Background: an optimization exercise with open tools, aiming at small area. Do not read the settings as production practice. At most, simulation tests tie the RTL to the original design; equivalence was not proved. Power figures rest on the tool's default switching activity, not on a simulated workload.

## lc4_core
module lc4_core #(
   parameter logic [15:0] RESET_PC = 16'h8200  
) (
   input  logic        gwe,
   input  logic        i_rst,
   output logic [15:0] o_imem_addr,
   input  logic [15:0] i_imem_insn,
   output logic [15:0] o_dmem_addr,
   input  logic [15:0] i_dmem_rdata,
   output logic        o_dmem_we,
   output logic [15:0] o_dmem_wdata,
   output logic [15:0] o_wb_pc,
   output logic [15:0] o_wb_insn,
   output logic        o_wb_reg_we,
   output logic [2:0]  o_wb_reg_sel,
   output logic [15:0] o_wb_reg_data,
   output logic        o_wb_dmem_we,
   output logic [15:0] o_wb_dmem_addr,
   output logic [15:0] o_wb_dmem_data
);
Size: ~850 cells after synthesis, about 170 I/O pins.
==> module lc4_pgbit, before the edit <==
module lc4_pgbit (
   input  logic i_a,
   input  logic i_b,      
   input  logic i_nu,     
   input  logic i_im,     
   input  logic i_inv,    
   output logic o_p,
   output logic o_g
);
   logic opb;
   assign opb = ((i_b & i_nu) | i_im) ^ i_inv;
   assign o_p = i_a ^ opb;
   assign o_g = i_a & opb;
endmodule
==> module lc4_core, before the edit <==
module lc4_core #(
   parameter logic [15:0] RESET_PC = 16'h8200  
) (
   input  logic        gwe,
   input  logic        i_rst,
   output logic [15:0] o_imem_addr,
   input  logic [15:0] i_imem_insn,
   output logic [15:0] o_dmem_addr,
   input  logic [15:0] i_dmem_rdata,
   output logic        o_dmem_we,
   output logic [15:0] o_dmem_wdata,
   output logic [15:0] o_wb_pc,
   output logic [15:0] o_wb_insn,
   output logic        o_wb_reg_we,
   output logic [2:0]  o_wb_reg_sel,
   output logic [15:0] o_wb_reg_data,
   output logic        o_wb_dmem_we,
   output logic [15:0] o_wb_dmem_addr,
   output logic [15:0] o_wb_dmem_data
);
   logic [15:0] pc;                  
   logic [15:2] pc4;                 
   logic [15:2] pre;                 
   logic [15:0] d_insn, x_insn, m_insn, w_insn;
   logic [2:0]  m_rt;                
   logic        m_use_rs;            
   logic        w_valid;             
   logic        m_valid;             
   logic [15:0] regs [8];
   logic [15:0] w_addr, w_data;
   always_ff @(posedge gwe) begin
      if (i_rst) pc <= RESET_PC - 16'd4;
      else begin
         pc[1:0] <= pc[1:0] + 2'd1;
         if (pc[1] && pc[0]) pc[15:2] <= pc4;
      end
      d_insn  <= i_imem_insn;
      x_insn  <= d_insn;
      m_insn  <= x_insn;
      w_insn  <= m_insn;
      m_rt    <= (x_insn[15:12] == 4'b0111) ? x_insn[11:9] : x_insn[2:0];
      m_use_rs <= x_insn[15:12] != 4'b1001;
      w_valid <= !i_rst && m_valid;
   end
   always_comb begin
      pre[2] = 1'b1;
      for (int i = 3; i < 16; i++) pre[i] = pre[i-1] & pc[i-1];
   end
   assign pc4 = pc[15:2] ^ pre;
   assign m_valid = w_valid || (pc[1] && pc[0]);
   assign o_imem_addr = {pc4, pc[1:0]};
   logic [3:0] m_op;
   logic       m_arith, m_logic, m_ldr, m_str, m_const, m_we, m_mem;
   assign m_op    = m_insn[15:12];
   assign m_arith = m_op == 4'b0001;
   assign m_logic = m_op == 4'b0101;
   assign m_ldr   = m_op == 4'b0110;
   assign m_str   = m_op == 4'b0111;
   assign m_const = m_op == 4'b1001;
   assign m_mem   = m_valid && !i_rst && (m_ldr || m_str);
   assign m_we    = m_valid && ((m_arith && (m_insn[5] || !m_insn[3])) ||
                                m_logic || m_ldr || m_const);
   logic       use_b, use_imm, inv, kp, kc, kg, kld, kst;
   logic       reg_form;
   assign reg_form = !m_insn[5] && (m_arith || m_logic);
   assign use_imm = m_insn[5] || m_ldr || m_str || m_const;
   assign use_b   = !use_imm && !(m_logic && m_insn[4:3] == 2'b01);  
   assign inv     = reg_form && (m_arith ? m_insn[4] : (m_insn[4:3] == 2'b01));  
   assign kp      = !i_rst && (m_arith || m_const || (m_logic && !m_insn[5] && m_insn[4:3] != 2'b00));
   assign kc      = !i_rst && m_arith;
   assign kg      = !i_rst && m_logic && (m_insn[5] || m_insn[4:3] == 2'b00 || m_insn[4:3] == 2'b10);
   assign kld     = !i_rst && m_ldr;
   assign kst     = !i_rst && m_str;
   logic [15:0] imm;
   always_comb begin
      if (m_const)            imm = {{7{m_insn[8]}}, m_insn[8:0]};
      else if (m_ldr || m_str) imm = {{10{m_insn[5]}}, m_insn[5:0]};
      else                    imm = {{11{m_insn[4]}}, m_insn[4:0]};
   end
   logic [7:0]  sel_a, sel_b;
   for (genvar j = 0; j < 8; j++) begin : g_dec
      assign sel_a[j] = m_use_rs && m_insn[8:6] == 3'(j);
      assign sel_b[j] = m_rt == 3'(j);
   end
   logic [15:0] a, b, p, g, c, addr, res;
   for (genvar i = 0; i < 16; i++) begin : g_bit
      logic [7:0] col;
      for (genvar j = 0; j < 8; j++) begin : g_col
         assign col[j] = regs[j][i];
      end
      lc4_rdbit u_ra (.i_sel(sel_a), .i_d(col), .o_y(a[i]));
      lc4_rdbit u_rb (.i_sel(sel_b), .i_d(col), .o_y(b[i]));
      lc4_pgbit u_pg (.i_a(a[i]), .i_b(b[i]), .i_nu(use_b), .i_im(use_imm && imm[i]),
                      .i_inv(inv), .o_p(p[i]), .o_g(g[i]));
      lc4_resbit u_res (.i_p(p[i]), .i_g(g[i]), .i_c(c[i]), .i_b(b[i]), .i_rd(i_dmem_rdata[i]),
                        .i_kp(kp), .i_kc(kc), .i_kg(kg), .i_kld(kld), .i_kst(kst), .o_r(res[i]));
   end
   lc4_carry u_carry (.i_p(p), .i_g(g), .i_cin(inv), .o_c(c));
   lc4_agu u_agu (.i_a(a), .i_off(m_insn[5:0]), .o_addr(addr));
   always_ff @(posedge gwe) begin
      for (int i = 0; i < 8; i++)
         if (i_rst || (m_we && m_insn[11:9] == 3'(i))) regs[i] <= res;
   end
   assign o_dmem_addr  = m_mem ? addr : 16'd0;
   assign o_dmem_we    = m_valid && m_str;
   assign o_dmem_wdata = (m_valid && m_str) ? b : 16'd0;
   always_ff @(posedge gwe) begin
      w_addr <= o_dmem_addr;    
      w_data <= res;
   end
   logic [3:0]  w_op;
    assign w_op = w_insn[15:12];
   assign o_wb_pc        = {pc[15] & w_valid, pc[14:9], pc[8:0] & {9{w_valid}}};
   assign o_wb_insn      = w_valid ? w_insn : 16'd0;
   assign o_wb_reg_we    = w_valid && ((w_op == 4'b0001 && (w_insn[5] || !w_insn[3])) ||
                                       w_op == 4'b0101 || w_op == 4'b0110 || w_op == 4'b1001);
   assign o_wb_reg_sel   = w_insn[11:9];
   assign o_wb_reg_data  = w_data;
   assign o_wb_dmem_we   = w_valid && w_op == 4'b0111;
   assign o_wb_dmem_addr = w_addr;
   assign o_wb_dmem_data = (w_valid && (w_op == 4'b0110 || w_op == 4'b0111)) ? w_data : 16'd0;
endmodule
export LEC_CHECK = 0
export CAP_MARGIN = 20
export CORE_MARGIN = 2
export CORE_UTILIZATION = 40
export CTS_CLUSTER_DIAMETER = 100
export CTS_CLUSTER_SIZE = 30
export SLEW_MARGIN = 20
export SYNTH_HIERARCHICAL = 1
export SYNTH_MINIMUM_KEEP_SIZE = 0
create_clock -name core_clock -period 5.0 [get_ports {gwe}]
standard.sh (not shown) runs the stock make flow with config.mk's settings and CLKGATE_MAP_FILE= SYNTH_SCRIPT=/design/flow/synth_recipe.tcl, a recipe that flattens the netlist after the stock synthesis.
==> flow/flow/run.sh <==
#!/bin/bash
set -euo pipefail
export BUFFER_PORTS_ARGS="-buffer_cell sky130_fd_sc_hd__buf_1"
export CTS_ARGS="-sink_clustering_enable -repair_clock_nets -sink_clustering_size 30 -sink_clustering_max_diameter 100 -dont_use_dummy_load"
bash standard.sh > flow_make.log 2>&1
Next try:
--- a/flow/design.v
+++ b/flow/design.v
@@ -16,20 +16,20 @@
    lc4_rd3n u_1 (.i_sel(i_sel[5:3]), .i_d(i_d[5:3]), .o_yn(yn[1]));
    assign o_y = !(yn[0] & yn[1]) | (i_sel[6] & i_d[6]) | (i_sel[7] & i_d[7]);
 endmodule
 module lc4_pgbit (
    input  logic i_a,
    input  logic i_b,      
-   input  logic i_nu,     
+   input  logic i_k1,     
    input  logic i_im,     
-   input  logic i_inv,    
+   input  logic i_k0,     
    output logic o_p,
    output logic o_g
 );
    logic opb;
-   assign opb = ((i_b & i_nu) | i_im) ^ i_inv;
+   assign opb = i_im | (i_b ? i_k1 : i_k0);
    assign o_p = i_a ^ opb;
    assign o_g = i_a & opb;
 endmodule
 module lc4_resbit (
    input  logic i_p,
    input  logic i_g,
@@ -226,14 +226,14 @@
       logic [7:0] col;
       for (genvar j = 0; j < 8; j++) begin : g_col
          assign col[j] = regs[j][i];
       end
       lc4_rdbit u_ra (.i_sel(sel_a), .i_d(col), .o_y(a[i]));
       lc4_rdbit u_rb (.i_sel(sel_b), .i_d(col), .o_y(b[i]));
-      lc4_pgbit u_pg (.i_a(a[i]), .i_b(b[i]), .i_nu(use_b), .i_im(use_imm && imm[i]),
-                      .i_inv(inv), .o_p(p[i]), .o_g(g[i]));
+      lc4_pgbit u_pg (.i_a(a[i]), .i_b(b[i]), .i_k1((use_b && !inv) || (m_logic && reg_form && m_insn[4:3] == 2'b01)), .i_im(use_imm && imm[i]),
+                      .i_k0(inv), .o_p(p[i]), .o_g(g[i]));
       lc4_resbit u_res (.i_p(p[i]), .i_g(g[i]), .i_c(c[i]), .i_b(b[i]), .i_rd(i_dmem_rdata[i]),
                         .i_kp(kp), .i_kc(kc), .i_kg(kg), .i_kld(kld), .i_kst(kst), .o_r(res[i]));
    end
    lc4_carry u_carry (.i_p(p), .i_g(g), .i_cin(inv), .o_c(c));
    lc4_agu u_agu (.i_a(a), .i_off(m_insn[5:0]), .o_addr(addr));
    always_ff @(posedge gwe) begin
The new run went through all stages and came out clean.
Cell area climbs by 0.99%.
Final cell count went up by 1.8%.
Worst setup slack is worse by 0.066 ns.
Combinational power increases by about 2%.
Clock power is about the same.
Sequential power stays flat.
Total power stays flat.
Register-to-register slack improves by 0.14 ns.
Only the layout flow was run in the second run of this note; the RTL was not checked for function there.


== v6 ==
lc4_core, a different RTL version from the one above (not shown whole).
For scale: about 250 flip-flops, roughly 170 I/O pins, ~0.011 mm2 of cells after synthesis.
==> module lc4_rd3n, before the edit <==
module lc4_rd3n (
   input  logic [2:0] i_sel,
   input  logic [2:0] i_d,
   output logic       o_yn
);
   assign o_yn = !(|(i_sel & i_d));
endmodule
==> module lc4_rdbit, before the edit <==
module lc4_rdbit (
   input  logic [7:0] i_sel,
   input  logic [7:0] i_d,
   output logic       o_y
);
   logic [1:0] yn;
   lc4_rd3n u_0 (.i_sel(i_sel[2:0]), .i_d(i_d[2:0]), .o_yn(yn[0]));
   lc4_rd3n u_1 (.i_sel(i_sel[5:3]), .i_d(i_d[5:3]), .o_yn(yn[1]));
   assign o_y = !(yn[0] & yn[1]) | (i_sel[6] & i_d[6]) | (i_sel[7] & i_d[7]);
endmodule
==> flow/config.mk <==
export PLATFORM = sky130hd
export DESIGN_NAME = lc4_core
export DESIGN_NICKNAME = lc4_core
export VERILOG_FILES = /design/flow/design.v
export SDC_FILE = /design/flow/constraint.sdc
export NUM_CORES = 4
export LEC_CHECK = 0
export CAP_MARGIN = 20
export CORE_MARGIN = 2
export CORE_UTILIZATION = 40
export SLEW_MARGIN = 20
export SYNTH_HIERARCHICAL = 1
export SYNTH_MINIMUM_KEEP_SIZE = 0
==> flow/constraint.sdc <==
create_clock -name core_clock -period 5.0 [get_ports {gwe}]
set_input_delay 1.0000 -clock core_clock [delete_from_list [all_inputs] [get_ports {gwe}]]
set_output_delay 1.0000 -clock core_clock [all_outputs]
set_load 0.01 [all_outputs]
==> flow/flow/run.sh <==
#!/bin/bash
set -euo pipefail
export BUFFER_PORTS_ARGS="-buffer_cell sky130_fd_sc_hd__buf_1"
bash standard.sh > flow_make.log 2>&1
What v7 does differently from v6 at the input level:
-- flow/design.v --
<<< v6, line 1
`timescale 1ns/1ps
module lc4_rd3n (
   input  logic [2:0] i_sel,
   input  logic [2:0] i_d,
   output logic       o_yn
);
   assign o_yn = !(|(i_sel & i_d));
endmodule
module lc4_rdbit (
   input  logic [7:0] i_sel,
>>> v7, line 1
`timescale 1ns/1ps
module lc4_rdbit (
   input  logic [7:0] i_sel,
<<< v6, line 12
   output logic       o_y
);
   logic [1:0] yn;
   lc4_rd3n u_0 (.i_sel(i_sel[2:0]), .i_d(i_d[2:0]), .o_yn(yn[0]));
   lc4_rd3n u_1 (.i_sel(i_sel[5:3]), .i_d(i_d[5:3]), .o_yn(yn[1]));
   assign o_y = !(yn[0] & yn[1]) | (i_sel[6] & i_d[6]) | (i_sel[7] & i_d[7]);
endmodule
module lc4_pgbit (
>>> v7, line 5
   output logic       o_y
);
   assign o_y = |(i_sel & i_d);
endmodule
module lc4_pgbit (
<<< v6, line 138
   output logic [15:0] o_wb_dmem_data
);
   logic [15:0] pc;                  
   logic [15:2] pc4;                 
   logic [15:2] pre;                 
   logic [15:0] d_insn, x_insn, m_insn, w_insn;
   logic [2:0]  m_rt;                
>>> v7, line 128
   output logic [15:0] o_wb_dmem_data
);
   logic [15:0] pc;
   logic [15:0] d_insn, x_insn, m_insn, w_insn;
   logic [2:0]  m_rt;                
<<< v6, line 149
   logic [15:0] w_addr, w_data;
   always_ff @(posedge gwe) begin
      if (i_rst) pc <= RESET_PC - 16'd4;
      else begin
         pc[1:0] <= pc[1:0] + 2'd1;
         if (pc[1] && pc[0]) pc[15:2] <= pc4;
      end
      d_insn  <= i_imem_insn;
      x_insn  <= d_insn;
>>> v7, line 137
   logic [15:0] w_addr, w_data;
   always_ff @(posedge gwe) begin
      if (i_rst) pc <= RESET_PC;
      else       pc <= pc + 16'd1;
      d_insn  <= i_imem_insn;
      x_insn  <= d_insn;
<<< v6, line 162
      w_valid <= !i_rst && m_valid;
   end
   always_comb begin
      pre[2] = 1'b1;
      for (int i = 3; i < 16; i++) pre[i] = pre[i-1] & pc[i-1];
   end
   assign pc4 = pc[15:2] ^ pre;
   assign m_valid = w_valid || (pc[1] && pc[0]);
   assign o_imem_addr = {pc4, pc[1:0]};
   logic [3:0] m_op;
   logic       m_arith, m_logic, m_ldr, m_str, m_const, m_we, m_mem;
>>> v7, line 147
      w_valid <= !i_rst && m_valid;
   end
   assign m_valid = w_valid || (pc[1] && pc[0]);
   assign o_imem_addr = pc;
   logic [3:0] m_op;
   logic       m_arith, m_logic, m_ldr, m_str, m_const, m_we, m_mem;
<<< v6, line 229
   end
   logic [3:0]  w_op;
    assign w_op = w_insn[15:12];
   assign o_wb_pc        = {pc[15] & w_valid, pc[14:9], pc[8:0] & {9{w_valid}}};
   assign o_wb_insn      = w_valid ? w_insn : 16'd0;
   assign o_wb_reg_we    = w_valid && ((w_op == 4'b0001 && (w_insn[5] || !w_insn[3])) ||
>>> v7, line 209
   end
   logic [3:0]  w_op;
   logic [15:0] w_pc;
   assign w_op = w_insn[15:12];
   assign w_pc = pc - 16'd4;
   assign o_wb_pc        = {w_pc[15] & w_valid, w_pc[14:9], w_pc[8:0] & {9{w_valid}}};
   assign o_wb_insn      = w_valid ? w_insn : 16'd0;
   assign o_wb_reg_we    = w_valid && ((w_op == 4'b0001 && (w_insn[5] || !w_insn[3])) ||
Cell area after technology mapping (v7 over v6): increase, about 2.3%. Relative to v6, proportion of layout cells with a drive suffix above 1 has decreased by 2.2 points in v7. v7 against v6: xor and xnor area share after synthesis shows an increase of 1.6 points, net switching share of the total power picked up an extra 0.38 points, met3 capacity usage during global routing saw an increase, first-pass GRT wire length increased by 3.4 mm relative to the old numbers. v7 — number of buffers outside the clock class in the layout 5.7% lower, v6 as reference. v6 has a lower fraction of area in multi-input gates than v7. For the buffering stage count on the worst path with inverters included, v7 came in 1 lower than v6 did. Number of buffers created by CTS went down by a few percent going from v6 to v7.
The RTL of v6 was laid out without a check of its function.

## port drivers added, routing unchanged
The results above use ideal ports. As a check the final layouts listed here were re-extracted and re-timed, cells and wires unchanged. Step 1 (the two cells are an assumption about what drives the block):
set clk [get_ports {gwe}]
set_driving_cell -lib_cell sky130_fd_sc_hd__clkbuf_16 $clk
set_driving_cell -lib_cell sky130_fd_sc_hd__buf_2 [delete_from_list [all_inputs] $clk]
Step 2, shift: input delay + t, output delay - t, t = (earliest + latest rising clock arrival at the registers) / 2. This alone moves slack from input paths to output paths. Slacks: ideal / step 1 / step 2; pairs: ideal / step 1.
run | shift t [ns] | slack for setup (ns) | pins driven straight from the clock port
the first run of note 1 | 0.521 | 0.304 / 0.257 / 0.628 | 1
the second run of note 1 | 0.518 | 0.239 / 0.191 / 0.709 | 1
v6 | 0.579 | 0.234 / 0.187 / 0.398 | 1
v7 | 0.564 | 0.238 / 0.192 / 0.422 | 1
After both steps setup and hold are still met in every run listed.
